Background: an optimization exercise with open tools, aiming at small area, a short achievable clock period and few clock cycles per item. Do not read the settings as production practice. Only simulation tests tie the RTL to the original design; equivalence was not proved.

v6:
==> flow/design.v (excerpt) <==
module wheel_pulse_rate_remapper (
  input  logic        clk_i,
  input  logic        rst_ni,
  input  logic        s_axis_tvalid,
  output logic        s_axis_tready,
  input  logic [7:0]  s_axis_tdata,
  output logic        m_axis_tvalid,
  input  logic        m_axis_tready,
  output logic [39:0] m_axis_tdata,
  input  logic        cfg_valid_i,
  output logic        cfg_ready_o,
  input  logic [2:0]  cfg_index_i,
  input  logic [31:0] cfg_data_i
);
  localparam int QCNT_W = 5;
  localparam logic [QCNT_W-1:0] QCNT_LIM = QCNT_W'(28);
  logic [15:0] slow_q;
  logic [9:0]  debounce_q;
  logic [15:0] idle_q;
  logic [7:0]  pulse_q;
  logic [21:0] hold_q;
  assign cfg_ready_o = 1'b1;
  always_ff @(posedge clk_i or negedge rst_ni) begin
    if (!rst_ni) begin
      slow_q     <= 16'd383;
      debounce_q <= 10'd100;
      idle_q     <= 16'd4000;
      pulse_q    <= 8'd2;
      hold_q     <= 22'd900000;
    end else if (cfg_valid_i) begin
      case (cfg_index_i)
        3'd1: slow_q     <= cfg_data_i[15:0];
        3'd2: debounce_q <= cfg_data_i[9:0];
        3'd3: idle_q     <= cfg_data_i[15:0];
        3'd4: pulse_q    <= cfg_data_i[7:0];
        3'd5: hold_q     <= cfg_data_i[21:0];
        default: ;
      endcase
    end
  end
  logic        q_done;       
  logic        q_final;      
  logic        qnext_q;      
  logic        orph_q;       
  logic        q_busy, q_drop_ok;
  logic        b_go, b_edge, blue;
  logic [1:0]  occ_q;                  
  logic        ent0_q, ent1_q;         
  logic        tready_q;
  logic [31:0] sr_q;                   
  logic        e_q;                    
  ...
export LEC_CHECK = 0
export CAP_MARGIN = 20
export CORE_MARGIN = 2
export CORE_UTILIZATION = 35
export SETUP_SLACK_MARGIN = 4.6
export SLEW_MARGIN = 20
create_clock -name core_clock -period 8.0 [get_ports {clk_i}]
run.sh (not shown) runs the stock make flow with config.mk's settings and CLKGATE_MAP_FILE= SYNTH_SCRIPT=/design/flow/synth_recipe.tcl, a recipe that flattens the netlist after the stock synthesis.
Testbench counts of v6, summed over its fixed seeds: cycles 8,885, items 8,000.
Relative to v6, the following input files were edited for v7:
--- a/flow/design.v
+++ b/flow/design.v
@@ -158,47 +158,47 @@
       acc_q  <= '0;
       den_q  <= '0;
       neg_q  <= 1'b0;
       quo_q  <= '0;
     end else if (state_q == R_MUL) begin
       acc_q  <= acc_mul;
       den_q  <= den_mul;
       dig_q  <= ic_q[2*cnt_m1 +: 2];    
     end else if (state_q == R_DIV) begin
       acc_q  <= {rem_n[30:0], acc_q[8:0], 1'b0};
       neg_q  <= rem_n[32];
-      if (!rem_n[32]) quo_q[cnt_q] <= 1'b1;
+      quo_q[cnt_q] <= !rem_n[32];
     end
   end
   assign idle_o     = (state_q == R_DONE) && !cfgp_q;
   assign final_o    = final_q;
   assign busy_o     = (state_q != R_DONE) && !cfg_q && !cfgp_q;
   assign quotient_o = quo_q;
   assign interval_o = ival_q;
 endmodule
 module wheel_pulse_rate_remapper (
   input  logic        clk_i,
   input  logic        rst_ni,
   input  logic        s_axis_tvalid,
   output logic        s_axis_tready,
   input  logic [7:0]  s_axis_tdata,
   output logic        m_axis_tvalid,
   input  logic        m_axis_tready,
   output logic [39:0] m_axis_tdata,
   input  logic        cfg_valid_i,
   output logic        cfg_ready_o,
   input  logic [2:0]  cfg_index_i,
   input  logic [31:0] cfg_data_i
 );
-  localparam int QCNT_W = 5;
-  localparam logic [QCNT_W-1:0] QCNT_LIM = QCNT_W'(28);
+  localparam int QCNT_W = 4;
+  localparam logic [QCNT_W-1:0] QCNT_LIM = QCNT_W'(14);
   logic [15:0] slow_q;
   logic [9:0]  debounce_q;
   logic [15:0] idle_q;
   logic [7:0]  pulse_q;
   logic [21:0] hold_q;
   assign cfg_ready_o = 1'b1;
   always_ff @(posedge clk_i or negedge rst_ni) begin
     if (!rst_ni) begin
       slow_q     <= 16'd383;
       debounce_q <= 10'd100;
       idle_q     <= 16'd4000;
@@ -231,23 +231,23 @@
   logic        in_fire, h_edge, a_go, q_full;
   logic [1:0]  occ_d;
   assign s_axis_tready = tready_q;
   assign in_fire = tready_q && s_axis_tvalid;
   assign h_edge  = ent0_q && (sr_q > {22'd0, debounce_q});
   assign q_full  = e_q ? (k2_q >= QCNT_LIM) : (k_q >= QCNT_LIM);
   logic q_drop_ok_q;
   always_ff @(posedge clk_i or negedge rst_ni) begin
     if (!rst_ni) q_drop_ok_q <= 1'b0;
     else q_drop_ok_q <= q_busy && qnext_q && !e_q && f0_q && !lwhi_q && (sw_q[31:10] == '0) &&
                         (now_q[31:5] != '1) &&
-                        (({1'b0, sw_q[9:0]} + {6'd0, k_q} + 11'd1) < {1'b0, q_val});
+                        (({1'b0, sw_q[9:0]} + 11'(k_q) + 11'd1) < {1'b0, q_val});
   end
   assign q_drop_ok = q_drop_ok_q && qnext_q && q_busy;
   assign a_go    = (occ_q != 2'd0) && !(h_edge && (e_q || (!q_done && !q_drop_ok))) && !q_full;
   assign occ_d   = occ_q + 2'(in_fire) - 2'(a_go);
   always_ff @(posedge clk_i or negedge rst_ni) begin
     if (!rst_ni) begin
       occ_q    <= '0;
       ent0_q   <= 1'b0;
       ent1_q   <= 1'b0;
       tready_q <= 1'b1;
     end else begin
Findings:
- v7 completed end to end with timing, DRC and antenna clean.
- Re global-route wire length before repair: v7 is 3.3% up on v6.
- The area share of fa/ha/maj cells after synthesis of v7 and that of v6 are within noise of each other.
- v7 has relative area of clock buffers and inverters in the final design above what v6 had.
- As far as hold buffer count at CTS goes, v7 and v6 are indistinguishable; the numbers are identical.
- Diff v6 -> v7: share of the clock period used by the worst path up 1.2 points; met3 layer wire length in the routed design up 1.3 mm; register share of the cell area down 1.0 points; worst hold slack flat.
- Compared with v6, v7 ends up with more cell area.
Testbench counts of v7, summed over its fixed seeds: cycles 8,885, items 8,000.

========
The RTL this note starts from:
==> flow/design.v <==
module wprr_remap (
  input  logic        clk_i,
  input  logic        rst_ni,
  input  logic        start_i,
  input  logic [11:0] wheel_mm_i,
  input  logic [31:0] interval_i,
  output logic        done_o,
  output logic [9:0]  quotient_o,
  output logic [31:0] interval_o
);
  typedef enum logic [1:0] {
    R_DONE,
    R_MUL,
    R_DIV
  } remap_state_e;
  remap_state_e state_q;
  logic [3:0]   cnt_q;
  logic [40:0]  acc_q;
  logic [31:0]  ival_q;
  logic [18:0]  mcand;       
  logic [20:0]  mcand3;      
  logic [30:0]  den;         
  logic [21:0]  ic_in, ic_q;
  function automatic logic [21:0] clamp22(input logic [31:0] v);
    clamp22 = (v[31:22] != '0) ? 22'h3fffff : v[21:0];
  endfunction
  function automatic logic [3:0] top_pair(input logic [21:0] v);
    top_pair = 4'd0;
    for (int j = 1; j < 11; j++) begin
      if (v[2*j +: 2] != 2'b00) top_pair = 4'(j);
    end
  endfunction
  function automatic logic [20:0] digit_mul(input logic [1:0] d, input logic [18:0] m,
                                            input logic [20:0] m3);
    unique case (d)
      2'd0: digit_mul = '0;
      2'd1: digit_mul = {2'b00, m};
      2'd2: digit_mul = {1'b0, m, 1'b0};
      default: digit_mul = m3;
    endcase
  endfunction
  assign mcand  = 19'(wheel_mm_i) * 19'd90;
  assign mcand3 = 21'(mcand) * 21'd3;
  assign ic_in  = clamp22(interval_i);
  assign ic_q   = clamp22(ival_q);
  assign den    = 31'(wheel_mm_i) * 31'd9 + 31'(ic_q) * 31'd500;
  logic [40:0] div1, div2;
  function automatic logic [40:0] div_step(input logic [40:0] a, input logic [30:0] d);
    logic [31:0] p2;
    logic        ge;
    p2 = {a[40:10], a[9]};
    ge = (p2 >= {1'b0, d});
    div_step = {ge ? 31'(p2 - {1'b0, d}) : p2[30:0], a[8:0], ge};
  endfunction
  assign div1 = div_step(acc_q, den);
  assign div2 = div_step(div1, den);
  logic [3:0]  tp_in;
  logic [1:0]  dig;
  assign tp_in = top_pair(ic_in);
  assign dig   = ic_q[2*(cnt_q - 4'd1) +: 2];
  always_ff @(posedge clk_i or negedge rst_ni) begin
    if (!rst_ni) begin
      state_q <= R_DONE;
      cnt_q   <= '0;
    end else if (start_i) begin
      if (tp_in == '0) begin
        state_q <= R_DIV;
        cnt_q   <= 4'd5;
      end else begin
        state_q <= R_MUL;
        cnt_q   <= tp_in;
      end
    end else begin
      unique case (state_q)
        R_MUL: begin
          if (cnt_q == 4'd1) begin
            state_q <= R_DIV;
            cnt_q   <= 4'd5;
          end else begin
            cnt_q <= cnt_q - 4'd1;
          end
        end
        R_DIV: begin
          if (cnt_q == 4'd1) state_q <= R_DONE;
          cnt_q <= cnt_q - 4'd1;
        end
        default: ;
      endcase
    end
  end
  always_ff @(posedge clk_i) begin
    if (start_i) begin
      ival_q <= interval_i;
      acc_q  <= 41'(digit_mul(ic_in[2*tp_in +: 2], mcand, mcand3));
    end else if (state_q == R_MUL) begin
      acc_q  <= {acc_q[38:0], 2'b00} + 41'(digit_mul(dig, mcand, mcand3));
    end else if (state_q == R_DIV) begin
      acc_q  <= div2;
    end
  end
  assign done_o     = (state_q == R_DONE);
  assign quotient_o = acc_q[9:0];
  assign interval_o = ival_q;
endmodule
module wheel_pulse_rate_remapper (
  input  logic        clk_i,
  input  logic        rst_ni,
  input  logic        s_axis_tvalid,
  output logic        s_axis_tready,
  input  logic [7:0]  s_axis_tdata,
  output logic        m_axis_tvalid,
  input  logic        m_axis_tready,
  output logic [39:0] m_axis_tdata,
  input  logic        cfg_valid_i,
  output logic        cfg_ready_o,
  input  logic [2:0]  cfg_index_i,
  input  logic [31:0] cfg_data_i
);
  localparam int QCNT_W = 4;
  localparam logic [QCNT_W-1:0] QCNT_LIM = QCNT_W'(13);
  logic [11:0] wheel_q;
  logic [15:0] slow_q;
  logic [9:0]  debounce_q;
  logic [15:0] idle_q;
  logic [7:0]  pulse_q;
  logic [21:0] hold_q;
  assign cfg_ready_o = 1'b1;
  always_ff @(posedge clk_i or negedge rst_ni) begin
    if (!rst_ni) begin
      wheel_q    <= 12'd2360;
      slow_q     <= 16'd383;
      debounce_q <= 10'd100;
      idle_q     <= 16'd4000;
      pulse_q    <= 8'd2;
      hold_q     <= 22'd900000;
    end else if (cfg_valid_i) begin
      case (cfg_index_i)
        3'd0: wheel_q    <= cfg_data_i[11:0];
        3'd1: slow_q     <= cfg_data_i[15:0];
        3'd2: debounce_q <= cfg_data_i[9:0];
        3'd3: idle_q     <= cfg_data_i[15:0];
        3'd4: pulse_q    <= cfg_data_i[7:0];
        3'd5: hold_q     <= cfg_data_i[21:0];
        default: ;
      endcase
    end
  end
  logic        h_valid, h_m;
  logic [31:0] sr_q;           
  logic        e_q;            
  logic [QCNT_W-1:0] k_q;      
  logic [QCNT_W-1:0] k2_q;     
  logic        h_edge, a_go, q_full;
  assign h_edge = h_m && (sr_q > {22'd0, debounce_q});
  assign q_full = e_q ? (k2_q >= QCNT_LIM) : (k_q >= QCNT_LIM);
  assign a_go   = h_valid && !(h_edge && e_q) && !q_full;
  assign s_axis_tready = !h_valid || a_go;
  always_ff @(posedge clk_i or negedge rst_ni) begin
    if (!rst_ni) begin
      h_valid <= 1'b0;
      h_m     <= 1'b0;
    end else if (s_axis_tready) begin
      h_valid <= s_axis_tvalid;
      h_m     <= s_axis_tdata[0];
    end
  end
  always_ff @(posedge clk_i or negedge rst_ni) begin
    if (!rst_ni) begin
      sr_q <= '0;
    end else if (a_go) begin
      sr_q <= h_edge ? 32'd1 : sr_q + 32'd1;
    end
  end
  logic        q_done;
  logic [9:0]  q_val;
  logic [31:0] q_meas;
  logic        q_gt_slow;
  logic        b_go, b_edge;
  wprr_remap u_remap (
    .clk_i      (clk_i),
    .rst_ni     (rst_ni),
    .start_i    (a_go && h_edge),
    .wheel_mm_i (wheel_q),
    .interval_i (sr_q),
    .done_o     (q_done),
    .quotient_o (q_val),
    .interval_o (q_meas)
  );
  assign q_gt_slow = (q_meas > {16'd0, slow_q});
  logic out_free;
  logic out_valid_q;
  assign out_free = !out_valid_q || m_axis_tready;
  assign b_edge   = (k_q == '0) && e_q;
  assign b_go     = out_free && ((k_q != '0) || (e_q && q_done));
  always_ff @(posedge clk_i or negedge rst_ni) begin
    if (!rst_ni) begin
      e_q  <= 1'b0;
      k_q  <= '0;
      k2_q <= '0;
    end else begin
      if (b_go && b_edge) begin
        e_q  <= 1'b0;
        k_q  <= k2_q + QCNT_W'(a_go);
        k2_q <= '0;
      end else begin
        if (a_go && h_edge) e_q <= 1'b1;
        if (e_q) begin
          k_q  <= k_q - QCNT_W'(b_go);
          k2_q <= k2_q + QCNT_W'(a_go);
        end else begin
          k_q  <= k_q - QCNT_W'(b_go) + QCNT_W'(a_go && !h_edge);
        end
      end
    end
  end
  logic [31:0] now_q, sw_q, meas_q;
  logic [21:0] next_q;
  logic [7:0]  pl_q;
  logic [1:0]  lamp_q;
  logic        level_q, first_q;
  logic        pend, blue, ge_slow, gt_idle;
  logic [21:0] xnext;
  logic        fire_x, fire_0, fire;
  logic        lvl_f, lvl_n, level;
  logic [7:0]  pl_f, pl_n;
  assign ge_slow = (sw_q >= {16'd0, slow_q});
  assign gt_idle = (sw_q > {16'd0, idle_q});
  assign pend    = b_edge || first_q;
  assign blue    = b_edge && q_gt_slow && ge_slow;
  assign xnext   = b_edge ? {12'd0, q_val} : (first_q ? 22'd0 : next_q);
  assign fire_x  = ((sw_q - {10'd0, xnext}) <= now_q);
  assign fire_0  = (sw_q <= now_q);
  assign fire    = blue ? fire_0 : fire_x;
  assign lvl_f   = (pulse_q != '0);
  assign pl_f    = lvl_f ? pulse_q - 8'd1 : 8'd0;
  assign lvl_n   = (pl_q != '0);
  assign pl_n    = lvl_n ? pl_q - 8'd1 : 8'd0;
  assign level   = fire ? lvl_f : lvl_n;
  always_ff @(posedge clk_i or negedge rst_ni) begin
    if (!rst_ni) begin
      now_q       <= '0;
      sw_q        <= '0;
      meas_q      <= '0;
      next_q      <= 22'd999999;
      pl_q        <= '0;
      lamp_q      <= 2'd0;
      level_q     <= 1'b0;
      first_q     <= 1'b1;
      out_valid_q <= 1'b0;
    end else begin
      if (out_free) out_valid_q <= b_go;
      if (b_go) begin
        first_q <= 1'b0;
        now_q   <= now_q + 32'd1;
        sw_q    <= fire ? 32'd1 : sw_q + 32'd1;
        if (b_edge) meas_q <= q_meas;
        next_q  <= fire ? hold_q : (blue ? 22'd0 : xnext);
        pl_q    <= fire ? pl_f : pl_n;
        level_q <= level;
        if (pend)         lamp_q <= blue ? 2'd1 : 2'd2;
        else if (gt_idle) lamp_q <= 2'd0;
      end
    end
  end
  assign m_axis_tvalid = out_valid_q;
  assign m_axis_tdata  = {5'd0, meas_q, lamp_q, level_q};
endmodule
Settings: LEC_CHECK=0, CAP_MARGIN=20, CORE_MARGIN=2, CORE_UTILIZATION=40, SLEW_MARGIN=20; clock period 8.0 ns.
The starting point completed and failed the layout checks on negative setup slack.
Testbench counts at the start, summed over its fixed seeds: cycles 8,751, items 8,000.
Edit:
--- a/flow/design.v
+++ b/flow/design.v
@@ -42,9 +42,10 @@
   assign mcand  = 19'(wheel_mm_i) * 19'd90;
   assign mcand3 = 21'(mcand) * 21'd3;
   assign ic_in  = clamp22(interval_i);
   assign ic_q   = clamp22(ival_q);
-  assign den    = 31'(wheel_mm_i) * 31'd9 + 31'(ic_q) * 31'd500;
+  logic [30:0]  den_q;
+  assign den    = den_q;
   logic [40:0] div1, div2;
   function automatic logic [40:0] div_step(input logic [40:0] a, input logic [30:0] d);
     logic [31:0] p2;
     logic        ge;
@@ -90,8 +91,9 @@
   end
   always_ff @(posedge clk_i) begin
     if (start_i) begin
       ival_q <= interval_i;
+      den_q  <= 31'(wheel_mm_i) * 31'd9 + 31'(ic_in) * 31'd500;
       acc_q  <= 41'(digit_mul(ic_in[2*tp_in +: 2], mcand, mcand3));
     end else if (state_q == R_MUL) begin
       acc_q  <= {acc_q[38:0], 2'b00} + 41'(digit_mul(dig, mcand, mcand3));
     end else if (state_q == R_DIV) begin
Outcome:
- Now the flow finished with timing, DRC and antenna clean
- routed wire length is lower by 10%
- fmax climbs by about 65%
- die area goes up by about 2.1%
- global-route usage drops by 2.5 points
- via count goes down by about 9%
Testbench counts after the change, summed over its fixed seeds: cycles 8,751, items 8,000.

==> separate check: timing with driven ports <==
No port has a modelled driver above. Below, the same layouts with a new extraction and two added sets of constraints. Step 1: set_driving_cell puts a clkbuf_16 on clk_i and a buf_2 on each other input, an assumption about the parent block. Step 2 times the ports against the registers' clock, not the clock port: input delays grow and output delays shrink by t, the midpoint of the rising clock arrivals with the driver on. Slacks: ideal ports / drivers / drivers and shift; pairs: ideal ports / drivers.
run	t, ns	setup slack, ns	hold WS [ns]	worst setup path after step 2	latest minus earliest clock arrival (ns)
v6	0.663	4.329 / 4.329 / 4.300	0.452 / 0.452 / 0.452	input to register	0.037 / 0.037
v7	0.668	4.232 / 4.232 / 3.939	0.450 / 0.450 / 0.450	input to register	0.041 / 0.041
the first run of note 2	0.647	-4.391 / -4.391 / -4.391	0.472 / 0.472 / 0.472	register to register	0.036 / 0.036
the second run of note 2	0.643	0.478 / 0.478 / 0.478	0.469 / 0.469 / 0.469	register to register	0.035 / 0.036
For v7, which loses most, drivers alone change the setup slack by 0.000 ns; drivers and shift together by -0.293 ns.
